Background: an optimization exercise with open tools, aiming at small area, a short achievable clock period and few clock cycles. Do not read the settings as production practice. Where RTL was checked, it was by simulation tests only, not by an equivalence proof against the original. No activity file was given, so power comes from the tool's default toggle rates.

TR:
## two_source_feather_blend
module two_source_feather_blend #(
  parameter int MAX_DIM = 4096,
  parameter bit      CUT_A = 1'b1,
  parameter bit      CUT_B = 1'b1,
  parameter bit      CUT_P = 1'b1,
  parameter bit      CUT_C = 1'b1,
  parameter bit [7:0] CUT_D = 8'b1111_1111
) (
  input  logic                              clk,
  input  logic                              rst,
  input  logic                              cfg_wen,
  input  logic [tsfb_pkg::REG_IDX_W-1:0]    cfg_index,
  input  logic [tsfb_pkg::REG_DATA_W-1:0]   cfg_data,
  input  logic                              s_tvalid,
  output logic                              s_tready,
  input  logic [tsfb_pkg::IN_DATA_W-1:0]    s_tdata,
  output logic                              m_tvalid,
  input  logic                              m_tready,
  output logic [tsfb_pkg::OUT_DATA_W-1:0]   m_tdata
);
  logic [12:0] dim [0:3];
  logic        alpha_mode;
  logic [12:0] cfg_clamped;
  assign cfg_clamped = (cfg_data > 13'(MAX_DIM)) ? 13'(MAX_DIM) : cfg_data;
  always_ff @(posedge clk) begin
    if (rst) begin
      dim[0] <= 13'd1024;
      dim[1] <= 13'd1024;
      dim[2] <= 13'd1024;
      dim[3] <= 13'd1024;
      alpha_mode <= 1'b0;
    end else if (cfg_wen) begin
      case (cfg_index)
        3'd0: dim[0] <= cfg_clamped;
        3'd1: dim[1] <= cfg_clamped;
        3'd2: dim[2] <= cfg_clamped;
        3'd3: dim[3] <= cfg_clamped;
        3'd4: alpha_mode <= cfg_data[0];
        default: ;
      endcase
    end
  end
  logic en;
  logic sv;
  assign en       = !sv;
  assign s_tready = en;
  logic [55:0] crd;
  ...
Size in the first run: roughly 1700 flip-flops, about 180 I/O pins, about 120000 sq um of cells after synthesis.
clock: 7.5 ns
lec_check: 0
cap_margin: 20
core_margin: 2
core_utilization: 40
setup_slack_margin: 3.7
slew_margin: 20
run.sh (not shown) runs the stock make flow with config.mk's settings and CLKGATE_MAP_FILE= SYNTH_SCRIPT=/design/flow/synth_recipe.tcl, a recipe that flattens the netlist after the stock synthesis.
TR did not stop at any stage, and its layout met the timing, DRC and antenna checks.
The inputs of AL differ from those of TR as listed below.
--- a/flow/design.v
+++ b/flow/design.v
@@ -1155,22 +1155,23 @@
   assign pc[27] = s130;
   assign ps[28] = c130;
   assign pc[28] = s131;
   assign ps[29] = a[22] & b[7];
   assign pc[29] = c131;
   assign ps[30] = 1'b0;
   assign pc[30] = 1'b0;
 endmodule
 module two_source_feather_blend #(
   parameter int MAX_DIM = 4096,
   parameter bit      CUT_A = 1'b1,
+  parameter bit      CUT_R = 1'b1,
   parameter bit      CUT_B = 1'b1,
   parameter bit      CUT_P = 1'b1,
   parameter bit      CUT_C = 1'b1,
   parameter bit [7:0] CUT_D = 8'b1111_1111
 ) (
   input  logic                              clk,
   input  logic                              rst,
   input  logic                              cfg_wen,
   input  logic [tsfb_pkg::REG_IDX_W-1:0]    cfg_index,
   input  logic [tsfb_pkg::REG_DATA_W-1:0]   cfg_data,
   input  logic                              s_tvalid,
@@ -1235,51 +1236,61 @@
   end
   localparam int WA = 2 + 48 + 51;
   logic          v1;
   logic [WA-1:0] pa;
   tsfb_pipe #(.W(WA), .CUT(CUT_A)) u_cut_a (
     .clk(clk), .rst(rst), .en(en), .vi(s_tvalid),
     .di({nz0, m0, ch0}), .vo(v1), .dq(pa));
   logic [1:0]  nz1;
   logic [47:0] m1;
   logic [50:0] ch1;
   assign {nz1, m1, ch1} = pa;
-  logic [22:0] wt1_0;
-  logic [22:0] wt1_1;
   logic [23:0] ws1_0;
   logic [23:0] wc1_0;
   logic [23:0] ws1_1;
   logic [23:0] wc1_1;
+  tsfb_mul_12x12 u_mul_w0 (.a(nz1[0] ? m1[11:0]  : 12'd0), .b(m1[23:12]), .ps(ws1_0), .pc(wc1_0));
+  tsfb_mul_12x12 u_mul_w1 (.a(nz1[1] ? m1[35:24] : 12'd0), .b(m1[47:36]), .ps(ws1_1), .pc(wc1_1));
+  localparam int WR = 1 + 96 + 51;
+  logic          v1r;
+  logic [WR-1:0] pr;
+  tsfb_pipe #(.W(WR), .CUT(CUT_R)) u_cut_r (
+    .clk(clk), .rst(rst), .en(en), .vi(v1),
+    .di({|nz1, wc1_1, ws1_1, wc1_0, ws1_0, ch1}), .vo(v1r), .dq(pr));
+  logic        any1r;
+  logic [23:0] ws1r_0;
+  logic [23:0] wc1r_0;
+  logic [23:0] ws1r_1;
+  logic [23:0] wc1r_1;
+  logic [50:0] ch1r;
+  assign {any1r, wc1r_1, ws1r_1, wc1r_0, ws1r_0, ch1r} = pr;
   logic [23:0] wp1_0;
   logic [23:0] wp1_1;
-  tsfb_mul_12x12 u_mul_w0 (.a(m1[11:0]),  .b(m1[23:12]), .ps(ws1_0), .pc(wc1_0));
-  tsfb_mul_12x12 u_mul_w1 (.a(m1[35:24]), .b(m1[47:36]), .ps(ws1_1), .pc(wc1_1));
-  assign wp1_0 = ws1_0 + wc1_0;
-  assign wp1_1 = ws1_1 + wc1_1;
-  assign wt1_0 = nz1[0] ? wp1_0[22:0] : 23'd0;
-  assign wt1_1 = nz1[1] ? wp1_1[22:0] : 23'd0;
-  localparam int WB = 1 + 46 + 51;
+  logic [23:0] tot1;
+  assign wp1_0 = ws1r_0 + wc1r_0;
+  assign wp1_1 = ws1r_1 + wc1r_1;
+  assign tot1  = ws1r_0 + wc1r_0 + ws1r_1 + wc1r_1;
+  localparam int WB = 1 + 24 + 46 + 51;
   logic          v2;
   logic [WB-1:0] pb;
   tsfb_pipe #(.W(WB), .CUT(CUT_B)) u_cut_b (
-    .clk(clk), .rst(rst), .en(en), .vi(v1),
-    .di({|nz1, wt1_1, wt1_0, ch1}), .vo(v2), .dq(pb));
+    .clk(clk), .rst(rst), .en(en), .vi(v1r),
+    .di({any1r, tot1, wp1_1[22:0], wp1_0[22:0], ch1r}), .vo(v2), .dq(pb));
   logic        any2;
+  logic [23:0] tot2;
   logic [22:0] wt2_0;
   logic [22:0] wt2_1;
   logic [50:0] ch2;
-  assign {any2, wt2_1, wt2_0, ch2} = pb;
-  logic [23:0]  tot2;
+  assign {any2, tot2, wt2_1, wt2_0, ch2} = pb;
   logic [185:0] prd2;
   logic [23:0]  lo2;
-  assign tot2 = {1'b0, wt2_0} + {1'b0, wt2_1};
   for (genvar c = 0; c < 3; c++) begin : g_chan
     logic        ge;
     logic [7:0]  d;
     logic [22:0] wh;
     assign {ge, lo2[8*c +: 8], d} = ch2[17*c +: 17];
     assign wh = ge ? wt2_1 : wt2_0;
     tsfb_mul_23x8 u_mul_p (.a(wh), .b(d), .ps(prd2[62*c +: 31]), .pc(prd2[62*c + 31 +: 31]));
   end
   localparam int WP = 1 + 24 + 186 + 24;
   logic          v2p;
   logic [WP-1:0] pp;
--- outcome ---
- In summary, AL completed successfully, with a layout that passed the timing, DRC and antenna checks.
- Compared with TR, in AL row count has increased; met2 routing resource usage after global routing up 2.8 points.
- Wire length of the first global-routing pass (AL vs. TR) increases by a little under 10%
- Note that the post-synthesis cell area recorded for TR amounts to 0.947 times the value seen in AL.
- Against TR, final worst setup slack in AL came out better.
No run of this note included a check of the RTL's function; only the layout flow was run.

two_source_feather_blend, a different RTL version from the one above (not shown whole).
For scale: roughly 2,200 flip-flops, ~180 I/O pins.
Settings: LEC_CHECK=0, CAP_MARGIN=20, CORE_MARGIN=2, CORE_UTILIZATION=40, SETUP_SLACK_MARGIN=4.0, SLEW_MARGIN=20; clock period 7.5 ns.
The baseline finished clean.
Testbench counts at the start, summed over its fixed seeds: cycles 15,072.
Next try:
--- a/flow/design.v
+++ b/flow/design.v
@@ -1352,18 +1352,18 @@
   logic [23:0] q8;
   logic [23:0] lo8;
   assign any8 = bd[9*WD-1];
   assign q8   = bd[8*WD+24 +: 24];
   assign lo8  = bd[8*WD +: 24];
   logic        last_v;
   logic [24:0] last_d;
   assign last_v = vd[8];
-  assign last_d = {any8, 8'(lo8[23:16] + q8[23:16]), 8'(lo8[15:8] + q8[15:8]),
-                   8'(lo8[7:0] + q8[7:0])};
+  assign last_d = any8 ? {1'b1, 8'(lo8[23:16] + q8[23:16]), 8'(lo8[15:8] + q8[15:8]),
+                          8'(lo8[7:0] + q8[7:0])} : 25'd0;
   logic [24:0] fifo_mem [0:MEM_D-1];
   logic [3:0]  wr_ptr;
   logic [3:0]  rd_ptr;
   logic [3:0]  fifo_cnt;
   logic        ov;
   logic [24:0] od;
   logic        out_hs;
   logic        take_new;
@@ -1393,10 +1393,10 @@
     else if (take_new) od <= last_d;
   end
   for (genvar e = 0; e < MEM_D; e++) begin : g_fifo
     always_ff @(posedge clk) begin
       if (push && wr_ptr == 4'(e)) fifo_mem[e] <= last_d;
     end
   end
   assign m_tvalid = ov;
-  assign m_tdata  = od[24] ? {8'hff, od[23:0]} : 32'd0;
+  assign m_tdata  = {{8{od[24]}}, od[23:0]};
 endmodule
Result: Area after synthesis goes up by 1.0%. Power went down by 5.2%. Clock skew increases by 0.046 ns. Critical path depth shrinks by 2. Combinational power falls by about 6%. Non-clock buffer count rises by 83. Worst setup slack gets better by 0.024 ns. Final cell count went up by 2.0%. Global-route usage is higher by 0.20 points. Fmax came out higher by 0.66%. Worst hold slack gets better by 0.011 ns. Design area goes up by 1.3%.
For the second run of this note, only the layout was checked, not whether the RTL still works.

## before
Another version of the RTL of two_source_feather_blend (not shown whole).
For scale: ~2200 flip-flops, roughly 180 I/O pins, roughly 120000 µm² of cells after synthesis.
make LEC_CHECK=0 CAP_MARGIN=20 CORE_MARGIN=2 CORE_UTILIZATION=40 SETUP_SLACK_MARGIN=3.7 SLEW_MARGIN=20 finish   # period 7.5 ns
before: PASS, flow complete, no timing, DRC or antenna violations
--- input diff before..after ---
--- a/flow/design.v
+++ b/flow/design.v
@@ -1198,17 +1198,18 @@
         3'd1: dim[1] <= cfg_clamped;
         3'd2: dim[2] <= cfg_clamped;
         3'd3: dim[3] <= cfg_clamped;
         3'd4: alpha_mode <= cfg_data[0];
         default: ;
       endcase
     end
   end
-  localparam int FIFO_D = 16;
+  localparam int MEM_D  = 14;
+  localparam int FIFO_D = MEM_D + 1;
   logic       en;
   logic [4:0] occ;
   assign en       = 1'b1;
   assign s_tready = occ < 5'(FIFO_D);
   logic acc_hs;
   assign acc_hs = s_tvalid && s_tready;
   logic [55:0] crd;
   assign crd = {s_tdata[87:60], s_tdata[27:0]};
@@ -1353,37 +1354,49 @@
   assign any8 = bd[9*WD-1];
   assign q8   = bd[8*WD+24 +: 24];
   assign lo8  = bd[8*WD +: 24];
   logic        last_v;
   logic [24:0] last_d;
   assign last_v = vd[8];
   assign last_d = {any8, 8'(lo8[23:16] + q8[23:16]), 8'(lo8[15:8] + q8[15:8]),
                    8'(lo8[7:0] + q8[7:0])};
-  logic [24:0] fifo_mem [0:FIFO_D-1];
+  logic [24:0] fifo_mem [0:MEM_D-1];
   logic [3:0]  wr_ptr;
   logic [3:0]  rd_ptr;
-  logic [4:0]  fifo_cnt;
+  logic [3:0]  fifo_cnt;
+  logic        ov;
+  logic [24:0] od;
   logic        out_hs;
-  assign out_hs = m_tvalid && m_tready;
+  logic        take_new;
+  logic        take_mem;
+  logic        push;
+  assign out_hs   = ov && m_tready;
+  assign take_mem = (!ov || m_tready) && fifo_cnt != 4'd0;
+  assign take_new = (!ov || m_tready) && fifo_cnt == 4'd0 && last_v;
+  assign push     = last_v && !take_new;
   always_ff @(posedge clk) begin
     if (rst) begin
       occ      <= 5'd0;
       wr_ptr   <= 4'd0;
       rd_ptr   <= 4'd0;
-      fifo_cnt <= 5'd0;
+      fifo_cnt <= 4'd0;
+      ov       <= 1'b0;
     end else begin
       occ      <= occ + 5'(acc_hs) - 5'(out_hs);
-      wr_ptr   <= wr_ptr + 4'(last_v);
-      rd_ptr   <= rd_ptr + 4'(out_hs);
-      fifo_cnt <= fifo_cnt + 5'(last_v) - 5'(out_hs);
+      if (push)     wr_ptr <= (wr_ptr == 4'(MEM_D - 1)) ? 4'd0 : wr_ptr + 4'd1;
+      if (take_mem) rd_ptr <= (rd_ptr == 4'(MEM_D - 1)) ? 4'd0 : rd_ptr + 4'd1;
+      fifo_cnt <= fifo_cnt + 4'(push) - 4'(take_mem);
+      if (!ov || m_tready) ov <= take_mem || take_new;
     end
   end
-  for (genvar e = 0; e < FIFO_D; e++) begin : g_fifo
+  always_ff @(posedge clk) begin
+    if (take_mem)      od <= fifo_mem[rd_ptr];
+    else if (take_new) od <= last_d;
+  end
+  for (genvar e = 0; e < MEM_D; e++) begin : g_fifo
     always_ff @(posedge clk) begin
-      if (last_v && wr_ptr == 4'(e)) fifo_mem[e] <= last_d;
+      if (push && wr_ptr == 4'(e)) fifo_mem[e] <= last_d;
     end
   end
-  logic [24:0] head;
-  assign head     = fifo_mem[rd_ptr];
-  assign m_tvalid = fifo_cnt != 5'd0;
-  assign m_tdata  = head[24] ? {8'hff, head[23:0]} : 32'd0;
+  assign m_tvalid = ov;
+  assign m_tdata  = od[24] ? {8'hff, od[23:0]} : 32'd0;
 endmodule
[summary]
- after: all stages complete, timing, DRC and antenna checks passed
- before: all stages complete, timing, DRC and antenna checks passed
- Changes observed in after relative to before: non-clock buffer count in the final layout shows a reduction of 19, minimum clock period shows a reduction of 0.98 ns, sequential share of power shows a reduction of 0.6 points, cell area shows a reduction of about 1.7%, share of the final layout cell area in sequential cells shows no meaningful change.
- Relative to before, total standard cell area after synthesis decreased by about 1.3% in after.
- Reported for after and before, number of antenna cells inserted turned out identical to the last digit.
- A worst setup path category of flop to output pin is what before shows, while flop to flop belongs to after.
- The run showing the smaller adder-cell area share of the yosys netlist is before.
Testbench counts of after, summed over its fixed seeds: cycles 15,072.
The RTL of before was laid out without a check of its function.

## static timing again, ports no longer ideal
Ports are ideal in the flow. The routed layouts listed here were re-timed in OpenROAD. Step 1 assumes that a clkbuf_16 drives the clock port and a buf_2 every other input. Step 2 adds t to the input delays and takes it off the output delays; t is the mean of the earliest and latest rising clock arrival at the registers after step 1. Input paths then give back, and output paths get back, about the clock's delay inside the block. Three values: ideal, step 1, step 2; two values: the first two.
| run | t (ns) | setup WS [ns] | worst data-port slew with drivers (ns) | pins driven straight from the clock port |
|---|---|---|---|---|
| TR | 0.954 | 2.109 / 2.109 / 2.109 | 0.22 | 1 |
| AL | 0.969 | 2.694 / 2.694 / 2.694 | 0.23 | 1 |
| the first run of note 2 | 0.968 | 3.872 / 3.872 / 3.178 | 0.08 | 1 |
| the second run of note 2 | 0.976 | 3.896 / 3.896 / 3.138 | 0.07 | 1 |
| before | 0.970 | 2.754 / 2.659 / 2.848 | 0.06 | 1 |
| after | 0.966 | 3.736 / 3.696 / 2.867 | 0.07 | 1 |
After both steps every run listed still meets setup and hold. For after, which loses most, drivers alone change the setup slack by -0.040 ns; drivers and shift together by -0.869 ns.
